Source: an optimization exercise on an open RTL-to-GDS flow (aim: small area, a short achievable clock period and few clock cycles per item). Production flows keep margins and buffers that such runs may drop.
RTL that was checked went through simulation tests only; none was proved equivalent to the original.
Power figures rest on the tool's default switching activity, not on a simulated workload.

east:
==> flow/design.v <==
`default_nettype none
`timescale 1ns/1ps
package rs_pkg;
	typedef enum logic [2:0] {
		OP_ADD = 3'd0,
		OP_SUB = 3'd1,
		OP_SLL = 3'd2,
		OP_SLT = 3'd3,
		OP_XOR = 3'd4,
		OP_SR  = 3'd5,
		OP_OR  = 3'd6,
		OP_AND = 3'd7
	} alu_op_t;
endpackage
`default_nettype wire
`default_nettype none
`timescale 1ns/1ps
module reservation_station (
	input wire logic clk,
	input wire logic rst_n,
	input wire logic enable,
	input wire logic dispatched,
	input wire logic [5-1:0] q1_in,
	input wire logic [32-1:0] v1_in,
	input wire logic [5-1:0] q2_in,
	input wire logic [32-1:0] v2_in,
	input wire logic [2:0] alu_op_in,
	input wire logic alu_sign_in,
	input wire logic [5-1:0] reorder_buffer_tag_in,
	input wire logic cdb_active,
	input wire logic [5-1:0] cdb_tag,
	input wire logic [32-1:0] cdb_data,
	output logic [5-1:0] q1_out,
	output logic [32-1:0] v1_out,
	output logic [5-1:0] q2_out,
	output logic [32-1:0] v2_out,
	output logic [2:0] alu_op_out,
	output logic alu_sign_out,
	output logic [5-1:0] reorder_buffer_tag_out,
	output logic busy
);
	logic snoop1;
	logic snoop2;
	assign snoop1 = cdb_active && ((enable ? q1_in : q1_out) == cdb_tag);
	assign snoop2 = cdb_active && ((enable ? q2_in : q2_out) == cdb_tag);
	always_ff @(posedge clk or negedge rst_n) begin
		if (!rst_n)
			busy <= 1'b0;
		else if (enable)
			busy <= 1'b1;
		else if (dispatched)
			busy <= 1'b0;
	end
	always_ff @(posedge clk) begin
		if (snoop1) begin
			q1_out <= '0;
			v1_out <= cdb_data;
		end else if (enable) begin
			q1_out <= q1_in;
			v1_out <= v1_in;
		end
		if (snoop2) begin
			q2_out <= '0;
			v2_out <= cdb_data;
		end else if (enable) begin
			q2_out <= q2_in;
			v2_out <= v2_in;
		end
		if (enable) begin
			alu_op_out <= alu_op_in;
			alu_sign_out <= alu_sign_in;
			reorder_buffer_tag_out <= reorder_buffer_tag_in;
		end
	end
endmodule
`default_nettype wire
`default_nettype none
`timescale 1ns/1ps
module rs_dispatch_select (
	input wire logic issue_valid,
	input wire logic busy,
	input wire logic [5-1:0] q1,
	input wire logic [5-1:0] q2,
	input wire logic exec_accept,
	output logic enable,
	output logic dispatched,
	output logic full,
	output logic exec_valid
);
	assign exec_valid = busy && (q1 == '0) && (q2 == '0);
	assign dispatched = exec_valid && exec_accept;
	assign full = busy && !dispatched;
	assign enable = issue_valid && !full;
endmodule
`default_nettype wire
`default_nettype none
`timescale 1ns/1ps
module alu_unit (
	input wire logic [32-1:0] a,
	input wire logic [32-1:0] b,
	input wire logic [2:0] op,
	input wire logic op_sign,
	output logic [32-1:0] result
);
	localparam int W = 32;
	logic inv_b;
	logic use_p;
	logic use_g;
	logic use_c;
	logic use_sll;
	logic use_sr;
	logic use_slt;
	logic [W-1:0] bx;
	logic [W-1:0] g0;
	logic [W-1:0] p0;
	logic [W-1:0] carry;
	logic cout;
	logic msb_sum;
	logic less_than;
	logic [5-1:0] shamt;
	logic [W-1:0] a_rev;
	logic [W-1:0] sh_in;
	logic fill;
	logic [W-1:0] sh_out;
	logic [W-1:0] sh_out_rev;
	assign inv_b = op[0];
	assign use_c = !op[2] && !op[1];
	assign use_p = (op == 3'b000) || (op == 3'b001) || (op == 3'b010) || (op == 3'b100);
	assign use_g = op[2] && !op[0];
	assign use_sr = (op == 3'b011);
	assign use_sll = (op == 3'b101);
	assign use_slt = (op == 3'b111);
	assign bx = b ^ {W{inv_b}};
	assign g0 = a & bx;
	assign p0 = a ^ bx;
	logic [7:0] gg [0:3];
	logic [7:0] gp [0:3];
	always_comb begin
		for (int k = 0; k < 8; k++) begin
			logic g;
			logic p;
			g = g0[4*k];
			p = p0[4*k];
			for (int j = 1; j < 4; j++) begin
				g = g0[4*k+j] | (p0[4*k+j] & g);
				p = p0[4*k+j] & p;
			end
			gg[0][k] = g;
			gp[0][k] = p;
		end
		gg[0][0] = gg[0][0] | (gp[0][0] & inv_b);
		for (int l = 0; l < 3; l++) begin
			gg[l+1] = gg[l];
			gp[l+1] = gp[l];
			for (int k = 0; k < 8; k++)
				if (((k >> l) & 1) == 1) begin
					gg[l+1][k] = gg[l][k] | (gp[l][k] & gg[l][((k >> l) << l) - 1]);
					gp[l+1][k] = gp[l][k] & gp[l][((k >> l) << l) - 1];
				end
		end
		for (int k = 0; k < 8; k++) begin
			logic c;
			c = (k == 0) ? inv_b : gg[3][k-1];
			for (int j = 0; j < 4; j++) begin
				carry[4*k+j] = c;
				c = g0[4*k+j] | (p0[4*k+j] & c);
			end
		end
	end
	assign cout = gg[3][7];
	assign msb_sum = p0[W-1] ^ carry[W-1];
	assign less_than = op_sign ? ((a[W-1] ^ b[W-1]) ? a[W-1] : msb_sum) : !cout;
	assign shamt = b[5-1:0];
	always_comb
		for (int i = 0; i < W; i++)
			a_rev[i] = a[W-1-i];
	assign sh_in = op[2] ? a_rev : a;
	assign fill = !op[2] && op_sign && a[W-1];
	assign sh_out = W'($signed({fill, sh_in}) >>> shamt);
	always_comb
		for (int i = 0; i < W; i++)
			sh_out_rev[i] = sh_out[W-1-i];
	always_comb begin
		result = ((p0 & {W{use_p}}) ^ ((g0 & {W{use_g}}) | (carry & {W{use_c}})))
			| (sh_out & {W{use_sr}}) | (sh_out_rev & {W{use_sll}});
		result[0] = result[0] | (less_than && use_slt);
	end
endmodule
`default_nettype wire
`default_nettype none
`timescale 1ns/1ps
module alu_cluster (
	input wire logic clk,
	input wire logic rst_n,
	input wire logic issue_valid,
	input wire logic [5-1:0] issue_q1,
	input wire logic [32-1:0] issue_v1,
	input wire logic [5-1:0] issue_q2,
	input wire logic [32-1:0] issue_v2,
	input wire rs_pkg::alu_op_t issue_op,
	input wire logic issue_sign,
	input wire logic [5-1:0] issue_rob_tag,
	output logic full,
	input wire logic ext_cdb_active,
	input wire logic [5-1:0] ext_cdb_tag,
	input wire logic [32-1:0] ext_cdb_data,
	output logic cdb_active,
	output logic [5-1:0] cdb_tag,
	output logic [32-1:0] cdb_data
);
	logic enable;
	logic dispatched;
	logic busy;
	logic [5-1:0] ent_q1;
	logic [5-1:0] ent_q2;
	logic [32-1:0] ent_v1;
	logic [32-1:0] ent_v2;
	logic [2:0] ent_op;
	logic ent_sign;
	logic [5-1:0] ent_rob_tag;
	logic exec_valid;
	logic exec_accept;
	logic [32-1:0] alu_result;
	logic res_valid;
	logic [5-1:0] res_tag;
	logic [32-1:0] res_data;
	logic [2:0] issue_op_enc;
	always_comb begin
		case (issue_op)
			rs_pkg::OP_ADD: issue_op_enc = 3'b000;
			rs_pkg::OP_SUB: issue_op_enc = 3'b001;
			rs_pkg::OP_SLL: issue_op_enc = 3'b101;
			rs_pkg::OP_SLT: issue_op_enc = 3'b111;
			rs_pkg::OP_XOR: issue_op_enc = 3'b010;
			rs_pkg::OP_SR:  issue_op_enc = 3'b011;
			rs_pkg::OP_OR:  issue_op_enc = 3'b100;
			default:        issue_op_enc = 3'b110;
		endcase
	end
	reservation_station entry_i (
		.clk                    (clk),
		.rst_n                  (rst_n),
		.enable                 (enable),
		.dispatched             (dispatched),
		.q1_in                  (issue_q1),
		.v1_in                  (issue_v1),
		.q2_in                  (issue_q2),
		.v2_in                  (issue_v2),
		.alu_op_in              (issue_op_enc),
		.alu_sign_in            (issue_sign),
		.reorder_buffer_tag_in  (issue_rob_tag),
		.cdb_active             (cdb_active),
		.cdb_tag                (cdb_tag),
		.cdb_data               (cdb_data),
		.q1_out                 (ent_q1),
		.v1_out                 (ent_v1),
		.q2_out                 (ent_q2),
		.v2_out                 (ent_v2),
		.alu_op_out             (ent_op),
		.alu_sign_out           (ent_sign),
		.reorder_buffer_tag_out (ent_rob_tag),
		.busy                   (busy)
	);
	rs_dispatch_select select_i (
		.issue_valid (issue_valid),
		.busy        (busy),
		.q1          (ent_q1),
		.q2          (ent_q2),
		.exec_accept (exec_accept),
		.enable      (enable),
		.dispatched  (dispatched),
		.full        (full),
		.exec_valid  (exec_valid)
	);
	alu_unit alu_i (
		.a       (ent_v1),
		.b       (ent_v2),
		.op      (ent_op),
		.op_sign (ent_sign),
		.result  (alu_result)
	);
	assign exec_accept = !res_valid || !ext_cdb_active;
	always_ff @(posedge clk or negedge rst_n) begin
		if (!rst_n)
			res_valid <= 1'b0;
		else if (exec_accept)
			res_valid <= exec_valid;
	end
	always_ff @(posedge clk) begin
		if (exec_accept) begin
			res_tag <= ent_rob_tag;
			res_data <= alu_result;
		end
	end
	assign cdb_active = ext_cdb_active || res_valid;
	assign cdb_tag = ext_cdb_active ? ext_cdb_tag : res_tag;
	assign cdb_data = ext_cdb_active ? ext_cdb_data : res_data;
endmodule
`default_nettype wire
export LEC_CHECK = 0
export ABC_AREA = 1
export CAP_MARGIN = 20
export CORE_MARGIN = 2
export CORE_UTILIZATION = 55
export CTS_BUF_LIST = sky130_fd_sc_hd__clkbuf_8
export SETUP_SLACK_MARGIN = 3.35
export SLEW_MARGIN = 20
create_clock -name core_clock -period 7.0 [get_ports {clk}]
standard.sh (not shown) runs the stock make flow with config.mk's settings and CLKGATE_MAP_FILE= SYNTH_SCRIPT=/design/flow/synth_recipe.tcl, a recipe that flattens the netlist after the stock synthesis.
==> flow/flow/run.sh <==
#!/bin/bash
# Standard ORFS layout, with plain buffers on the ports instead of the delay cells
# buffer_ports picks by default. Every tool's output goes to a log in this folder.
set -euo pipefail
export BUFFER_PORTS_ARGS="-buffer_cell sky130_fd_sc_hd__buf_1"
bash standard.sh finish > make_finish.log 2>&1
Here is what was changed in the inputs of middle compared with east.
# east
export LEC_CHECK = 0
export ABC_AREA = 1
export CAP_MARGIN = 20
export CORE_MARGIN = 2
export CORE_UTILIZATION = 55
export CTS_BUF_LIST = sky130_fd_sc_hd__clkbuf_8
export SETUP_SLACK_MARGIN = 3.35
export SLEW_MARGIN = 20
create_clock -name core_clock -period 7.0 [get_ports {clk}]
# middle
export LEC_CHECK = 0
export ABC_AREA = 1
export CAP_MARGIN = 20
export CORE_MARGIN = 2
export CORE_UTILIZATION = 55
export CTS_BUF_LIST = sky130_fd_sc_hd__clkbuf_8
export CTS_CLUSTER_DIAMETER = 60
export CTS_CLUSTER_SIZE = 30
export SETUP_SLACK_MARGIN = 3.5
export SLEW_MARGIN = 20
create_clock -name core_clock -period 7.0 [get_ports {clk}]
[summary]
- As far as die footprint goes, middle and east are indistinguishable; the numbers are identical.
- Taking east as the reference, in middle count of clock-buffer cells in the layout now sits higher, sequential share of cell area decreased by 1.0 points relative to the old numbers, final period demand of the worst path saw a decrease, via count of the first global-routing pass +233.
- Routed wire length was higher in middle than in east.
- Relative to east, the post-route total power of middle is higher by 0.039 mW.
- The area added between synthesis and finish number comes out lower for east vs middle.
No run of this note included a check of the RTL's function; only the layout flow was run.

alu_cluster, a different RTL version from the one above (not shown whole).
For scale: ~120 flip-flops, roughly 160 I/O pins.
// alu_cluster
module alu_cluster (
	input wire logic clk,
	input wire logic rst_n,
	input wire logic issue_valid,
	input wire logic [5-1:0] issue_q1,
	input wire logic [32-1:0] issue_v1,
	input wire logic [5-1:0] issue_q2,
	input wire logic [32-1:0] issue_v2,
	input wire rs_pkg::alu_op_t issue_op,
	input wire logic issue_sign,
	input wire logic [5-1:0] issue_rob_tag,
	output logic full,
	input wire logic ext_cdb_active,
	input wire logic [5-1:0] ext_cdb_tag,
	input wire logic [32-1:0] ext_cdb_data,
	output logic cdb_active,
	output logic [5-1:0] cdb_tag,
	output logic [32-1:0] cdb_data
);
Settings: LEC_CHECK=0, ABC_AREA=1, CAP_MARGIN=20, CORE_MARGIN=2, CORE_UTILIZATION=55, CTS_BUF_LIST=sky130_fd_sc_hd__clkbuf_8, GPL_ROUTABILITY_DRIVEN=0, SETUP_SLACK_MARGIN=3.35, SLEW_MARGIN=20; clock period 7.0 ns.
==> flow/flow/run.sh <==
#!/bin/bash
# Standard ORFS layout, with plain buffers on the ports instead of the delay cells
# buffer_ports picks by default, and a clock tree without dummy balancing loads.
# Every tool's output goes to a log in this folder.
set -euo pipefail
export BUFFER_PORTS_ARGS="-buffer_cell sky130_fd_sc_hd__buf_1"
export CTS_ARGS="-sink_clustering_enable -repair_clock_nets -buf_list sky130_fd_sc_hd__clkbuf_8 -dont_use_dummy_load"
bash standard.sh finish > make_finish.log 2>&1
The baseline finished with timing, DRC and antenna clean.
Testbench counts at the start, summed over its fixed seeds: cycles 5,241, items 3,200.
==> next run, changes <==
Settings changed: CORE_UTILIZATION 55 to 50, GPL_ROUTABILITY_DRIVEN 0 to default.
=> The new run completed with no timing, DRC or antenna violations. Via count is lower by about 1.5%. Cell area is higher by about 0.7%. Count of clock-buffer cells in the layout is unchanged. Setup slack gets better by 0.036 ns. Total power is higher by 0.47%. Clock power is higher by about 2%. Worst hold slack gets better by 0.0078 ns.

Another version of the RTL of alu_cluster (not shown whole).
Size in the first run: about 1500 cells after synthesis, about 160 I/O pins, roughly 10000 um^2 of cells after synthesis.
Settings: LEC_CHECK=0, ABC_AREA=1, CAP_MARGIN=20, CORE_MARGIN=2, CORE_UTILIZATION=45, SETUP_SLACK_MARGIN=3.6, SLEW_MARGIN=20; clock period 7.0 ns.
==> flow/flow/run.sh <==
#!/bin/bash
# Standard ORFS layout, with plain buffers on the ports instead of the delay cells
# buffer_ports picks by default. Every tool's output goes to a log in this folder.
set -euo pipefail
export BUFFER_PORTS_ARGS="-buffer_cell sky130_fd_sc_hd__buf_1"
bash standard.sh finish > make_finish.log 2>&1
The first run passed the timing, design-rule and antenna checks.
Testbench counts at the start, summed over its fixed seeds: cycles 5,241, items 3,200.
Change:
SETUP_SLACK_MARGIN = 3.2   (was 3.6)
Outcome: Cell area went down by about 12%; die area stays the same; total power went down by about 11%; critical path depth does not change.

job 2184:
alu_cluster with an RTL version that a note above also has.
Size in the first run: about 120 flip-flops, roughly 160 I/O pins, ~9800 um^2 of cells after synthesis.
Settings: LEC_CHECK=0, ABC_AREA=1, CAP_MARGIN=20, CORE_MARGIN=2, CORE_UTILIZATION=55, CTS_BUF_LIST=sky130_fd_sc_hd__clkbuf_8, SETUP_SLACK_MARGIN=3.35, SLEW_MARGIN=20; clock period 7.0 ns.
==> flow/flow/run.sh <==
#!/bin/bash
# Standard ORFS layout, with plain buffers on the ports instead of the delay cells
# buffer_ports picks by default, and a clock tree without dummy balancing loads.
# Every tool's output goes to a log in this folder.
set -euo pipefail
export BUFFER_PORTS_ARGS="-buffer_cell sky130_fd_sc_hd__buf_1"
export CTS_ARGS="-sink_clustering_enable -repair_clock_nets -buf_list sky130_fd_sc_hd__clkbuf_8 -dont_use_dummy_load"
bash standard.sh finish > make_finish.log 2>&1
Job 2184 did not stop at any stage, and its layout met the timing, design-rule and antenna checks.
Testbench counts of job 2184, summed over its fixed seeds: cycles 5,241, items 3,200.
Modified inputs, job 654 compared to job 2184
Settings: a change of SETUP_SLACK_MARGIN from 3.35 to 3.6.
==> run notes <==
- Job 654 -> job 2184: count of pins on the block boundary delta 0, exact match
- Job 654 vs. job 2184: multi-input logic area rose by 5.1%; count of non-CTS buffers in the layout grew by 43; sequential cell count level; maximum fanout along the worst path went down; layout filler cell count has decreased.
- Job 654: done, clean on timing, DRC and antenna
- Of the two values seen for highest-delay cell along the critical path, sky130_fd_sc_hd__clkbuf_16 was produced by job 654 and sky130_fd_sc_hd__or2_2 by job 2184.
- Diff job 2184 -> job 654: setup slack of the worst register-to-register path higher, clock power share dropped 1.2 points, area overhead of the layout relative to synthesis has increased, overall routed net length rose 5.5%.
- Via count was lower in job 2184 than in job 654.
Setup changes, job 654 to job 3189
Settings: clearing CTS_BUF_LIST, which used to be sky130_fd_sc_hd__clkbuf_8; swapping 3.6 for 3.35 in SETUP_SLACK_MARGIN.
==> flow/flow/run.sh <==
#!/bin/bash
# Standard ORFS layout, with plain buffers on the ports instead of the delay cells
# buffer_ports picks by default, and a clock tree without dummy balancing loads.
# Every tool's output goes to a log in this folder.
set -euo pipefail
export BUFFER_PORTS_ARGS="-buffer_cell sky130_fd_sc_hd__buf_1"
export CTS_ARGS='-sink_clustering_enable -repair_clock_nets -buf_list {sky130_fd_sc_hd__clkbuf_4 sky130_fd_sc_hd__clkbuf_8} -dont_use_dummy_load'
bash standard.sh finish > make_finish.log 2>&1
==> comparison <==
Between job 3189 and job 654, it is job 3189 whose number of search-and-repair iterations in the first detailed-routing pass is higher, by 1. Delta (job 3189 minus job 654): data arrival time of the critical path increased by 100 ps relative to the old numbers; share of the cycle needed by the critical path after routing went up 1.4 points.
The following lists how job 3353 was set up differently from job 3189:
Settings: SETUP_SLACK_MARGIN changed from 3.35 to 3.25; CTS_BUF_LIST newly set to sky130_fd_sc_hd__clkbuf_8.
==> flow/flow/run.sh <==
#!/bin/bash
# Standard ORFS layout, with plain buffers on the ports instead of the delay cells
# buffer_ports picks by default, and a clock tree without dummy balancing loads.
# Every tool's output goes to a log in this folder.
set -euo pipefail
export BUFFER_PORTS_ARGS="-buffer_cell sky130_fd_sc_hd__buf_1"
export CTS_ARGS="-sink_clustering_enable -repair_clock_nets -buf_list sky130_fd_sc_hd__clkbuf_8 -dont_use_dummy_load"
bash standard.sh finish > make_finish.log 2>&1
Notes after the runs:
Against job 3189, clock power in job 3353 fell slightly. Job 3189 reports its cell at the slowest stage of the critical path as sky130_fd_sc_hd__or2_2 while job 3353 reports sky130_fd_sc_hd__buf_12. The global-route usage of job 3353 is lower than that of job 3189. Comparing job 3353 and job 3189, synthesis-to-layout area growth is lower on job 3353.
The inputs of job 803 differ from those of job 3353 as listed below.
Settings: an added TNS_END_PERCENT of 20; a change of SETUP_SLACK_MARGIN from 3.25 to 3.35.
- As far as number of different library cells in the post-synthesis netlist goes, job 803 and job 3353 are indistinguishable; the numbers are identical.
- The final non-filler cell area on job 803 is in line with that on job 3353.
- Going from job 3353 to job 803, the worst voltage drop across the vdd grid was found to have gone up by about 3%.
- Job 3353 and job 803 ended up with roughly the same final-stage net count.
- Summary: total power draw, job 803 worse than job 3353
- Routing layer with the top usage in global route = met2: job 803; routing layer with the top usage in global route = met1: job 3353
- Diff job 3353 -> job 803: total number of clock tree sinks ~0 delta; final wirelength went up about 4.3%.
Edits applied to the flow inputs when going from job 803 to job 8439:
Settings: an added PLACE_DENSITY of 0.7; a deleted TNS_END_PERCENT that had been 20.
Findings:
Relative to job 803, wire length after detailed routing increased by 2.2% in job 8439. In summary, job 8439 completed successfully, with a layout that passed the timing, design-rule and antenna checks. Delta (job 8439 minus job 803): via count moved up, post-layout utilization of the core increased 2.5 points.

-- what the ideal ports hide --
Ports are ideal in the flow. The routed layouts listed here were re-timed in OpenROAD.
Step 1, drivers: a clkbuf_16 drives clk and a buf_2 each remaining input, both assumed.
Step 2, shift: input delay + t, output delay - t, t = (earliest + latest rising clock arrival at the registers) / 2. This alone moves slack from input paths to output paths.
a / b / c = no drivers / after step 1 / after step 2; a / b = the first two.
run	t, ns	setup slack, ns	clock arrival spread, ns
east	0.494	3.376 / 3.178 / 2.926	0.015 / 0.014
middle	0.491	3.470 / 3.287 / 2.958	0.023 / 0.022
the first run of note 2	0.475	3.347 / 3.297 / 2.977	0.037 / 0.037
the second run of note 2	0.488	3.382 / 3.326 / 3.106	0.037 / 0.037
the first run of note 3	0.473	3.457 / 3.366 / 3.100	0.016 / 0.017
the second run of note 3	0.472	3.183 / 3.039 / 2.903	0.010 / 0.009
job 2184	0.479	3.380 / 3.218 / 3.010	0.046 / 0.045
job 654	0.492	3.478 / 3.275 / 3.154	0.044 / 0.044
job 3189	0.479	3.380 / 3.218 / 3.010	0.046 / 0.045
job 3353	0.481	3.247 / 3.225 / 2.991	0.039 / 0.040
job 803	0.477	3.341 / 3.174 / 3.018	0.040 / 0.040
job 8439	0.472	3.316 / 3.264 / 3.112	0.036 / 0.036
After both steps setup and hold are still met in every run listed. For middle, which loses most, drivers alone change the setup slack by -0.183 ns; drivers and shift together by -0.512 ns.
